From an optimization exercise on the open Yosys and OpenROAD flow, aimed at a short achievable clock period and few clock cycles per item; shortcuts taken in it are not production practice.
No driver is modelled on the clock port, so clock power and skew are understated where the tree is cut down; a real chip needs a root buffer or a tree.

12-25:
==> flow/design.v (excerpt) <==
module pcie_ingress_top (
  input  wire                                    clk,
  input  wire                                    rst,
  input  wire                                    i_beat_valid,
  input  wire [32:0]                             i_beat,
  input  wire [31:0]                             i_control_addr_base,
  input  wire [pcie_ingress_pkg::BUF_ADDR_W-1:0] i_buf_offset,
  output logic                                   o_credit_return,
  output logic [225:0]                           o_regs,
  output logic                                   o_reg_write_stb,
  output logic                                   o_update_buf_stb,
  output logic [38:0]                            o_cmd,
  output logic [43:0]                            o_buf,
  output logic [30:0]                            o_cplt
);
Size in the first run: ~1500 cells after synthesis, roughly 730 flip-flops, about 21000 um^2 of cells after synthesis.
Settings: LEC_CHECK=0, CAP_MARGIN=20, CORE_AREA=5 5 225 225, CTS_CLUSTER_DIAMETER=60, CTS_CLUSTER_SIZE=30, DIE_AREA=0 0 230 230, SETUP_SLACK_MARGIN=3.5, SLEW_MARGIN=20; clock period 5.0 ns.
standard.sh (not shown) runs the stock make flow with config.mk's settings and CLKGATE_MAP_FILE= SYNTH_SCRIPT=/design/flow/synth_recipe.tcl, a recipe that flattens the netlist after the stock synthesis.
==> flow/flow/run.sh <==
#!/bin/bash
# Standard layout, except that the clock tree built by the CTS step is replaced
# by a two-level balanced tree of clock inverters (flow/myct.tcl, run as the
# CTS step's post hook). Two inverter levels keep the clock's polarity.
set -euo pipefail
export MYCT_NL1=4
export MYCT_NLEAF=24
export MYCT_L1CELL=sky130_fd_sc_hd__clkinv_16
export MYCT_LEAFCELL=sky130_fd_sc_hd__clkinv_8
export POST_CTS_TCL="$PWD/flow/myct.tcl"
bash standard.sh finish > standard.log 2>&1
Other scripts of this flow, unchanged in this note and not shown: flow/flow/myct.tcl
### 12-25 -> 11-06
--- a/flow/design.v
+++ b/flow/design.v
@@ -145,38 +145,27 @@
   always_ff @(posedge clk) begin
     g1 <= a[7:0] & nbl[7:0];
     p1 <= a[7:0] ^ nbl[7:0];
     k1 <= nbl[8];
     t1 <= {&ue[21:15], &ue[14:8], &ue[7:1]};
     x1 <= ux[0];
   end
   logic [8:0] cy;
   logic [7:0] s2;
   logic       c2;
   logic [2:0] t2;
   logic       x2;
-  logic [7:0] gk1, pk1, gk2, pk2, gk3;
   always_comb begin
-    for (int i = 0; i < 8; i++) begin
-      gk1[i] = (i >= 1) ? g1[i]  | (p1[i]  & g1[i - 1])  : g1[i];
-      pk1[i] = (i >= 1) ? p1[i]  & p1[i - 1]             : p1[i];
-    end
-    for (int i = 0; i < 8; i++) begin
-      gk2[i] = (i >= 2) ? gk1[i] | (pk1[i] & gk1[i - 2]) : gk1[i];
-      pk2[i] = (i >= 2) ? pk1[i] & pk1[i - 2]            : pk1[i];
-    end
-    for (int i = 0; i < 8; i++) begin
-      gk3[i] = (i >= 4) ? gk2[i] | (pk2[i] & gk2[i - 4]) : gk2[i];
-    end
-    cy = {gk3, 1'b0};
+    cy[0] = 1'b0;
+    for (int i = 0; i < 8; i++) cy[i + 1] = g1[i] | (p1[i] & cy[i]);
   end
   always_ff @(posedge clk) begin
     s2 <= p1 ^ cy[7:0];
     c2 <= cy[8] | k1;
     t2 <= t1;
     x2 <= x1;
   end
   logic       up_zero;
   logic       setup3;     
   logic       lowreg3;    
   logic       cmdwin3;    
   logic [3:0] s3;
@@ -303,59 +292,53 @@
   output logic [43:0] o_buf,
   output logic [30:0] o_cplt
 );
   logic [10:0] off_q;
   logic [5:0]  off_hi1;
   logic [5:0]  lo;
   logic [5:0]  lo1;
   logic [10:0] start;
   logic [10:0] start1;
   logic        we;
   logic [10:0] addr;
   logic [10:0] nxt;
-  logic [10:0] nxt_inc;
-  logic [10:0] nxt_ones;     
   logic [31:0] data;
   logic        cplt_stb;
   logic [7:0]  tag;
   logic [11:0] byte_cnt;
   logic [9:0]  dw_cnt;
   assign lo  = {1'b0, off_q[4:0]} + {1'b0, i_lower_dw};
   assign lo1 = {1'b0, off_q[4:0]} + {1'b0, i_lower_dw} + 6'd1;
   always_ff @(posedge clk) begin
     off_q   <= i_buf_offset;
     off_hi1 <= off_q[10:5] + 6'd1;
     start   <= {lo[5] ? off_hi1 : off_q[10:5], lo[4:0]};
     start1  <= {lo1[5] ? off_hi1 : off_q[10:5], lo1[4:0]};
   end
   always_ff @(posedge clk) begin
     if (rst) begin
       we       <= 1'b0;
       cplt_stb <= 1'b0;
     end else begin
       we       <= i_we;
       cplt_stb <= i_we && i_last;
     end
   end
-  always_comb begin
-    for (int i = 0; i < 11; i++) nxt_ones[i] = &(nxt | ~11'((1 << i) - 1));
-    nxt_inc = nxt ^ nxt_ones;
-  end
   always_ff @(posedge clk) begin
     data     <= i_data;
     tag      <= i_tag;
     byte_cnt <= i_byte_cnt;
     dw_cnt   <= i_dw_cnt;
     addr <= i_first ? start : nxt;
-    if (i_we) nxt <= i_first ? start1 : nxt_inc;
+    if (i_we) nxt <= i_first ? start1 : nxt + 11'd1;
   end
   assign o_buf  = {we, addr, data};
   assign o_cplt = {cplt_stb, tag, byte_cnt, dw_cnt};
 endmodule
 `default_nettype wire
 `default_nettype none
 module pcie_ingress_top (
   input  wire                                    clk,
   input  wire                                    rst,
   input  wire                                    i_beat_valid,
   input  wire [32:0]                             i_beat,
   input  wire [31:0]                             i_control_addr_base,
## What came out
Looking at synthesized cell count, 11-06 sits above 12-25. Between 11-06 and 12-25, it is 11-06 whose area of the multi-input gates is higher, by 690 um^2. Of 11-06 and 12-25, 11-06 shows the higher wire length, with 12-25 below it. Looking at register-to-register setup slack, 11-06 sits 0.85 ns below 12-25. Across both runs, sequential-to-total area share from yosys stat was lower for 11-06 than for 12-25. Compared with 12-25, 11-06 shows net count of the finished layout that has gone up by a few percent. Compare 11-06 and 12-25 | final critical-path setup slack higher: 12-25. Max cell area after synthesis across 11-06 and 12-25: 11-06. 11-06 vs 12-25, share of the core filled with cells went up by 2.1 points. Run comparison: 12-25 library cell contributing the largest single delay on the critical path fa_2; 11-06 library cell contributing the largest single delay on the critical path dfxtp_2.
No run of this note included a check of the RTL's function; only the layout flow was run. No run of this note takes its clock network from TritonCTS; it comes from the design's own scripts or RTL.

==> static timing again, ports no longer ideal <==
How much do the figures lean on ideal ports? The routed layouts below were timed once more, with nothing changed but the port constraints.
Step 1: set_driving_cell puts a clkbuf_16 on clk and a buf_2 on each other input, an assumption about the parent block.
Step 2 times the ports against the registers' clock, not the clock port: input delays grow and output delays shrink by t, the midpoint of the rising clock arrivals with the driver on.
a / b / c = ideal ports / drivers / drivers and shift; a / b = the first two.
run | t (ns) | slack for setup (ns) | hold WS [ns] | worst slew at a driven data input, ns
12-25 | 0.466 | 2.688 / 2.687 / 2.687 | 0.332 / 0.332 / 0.332 | 0.27
11-06 | 0.468 | 1.834 / 1.833 / 1.833 | 0.331 / 0.331 / 0.331 | 0.20
After both steps every run listed still meets setup and hold.
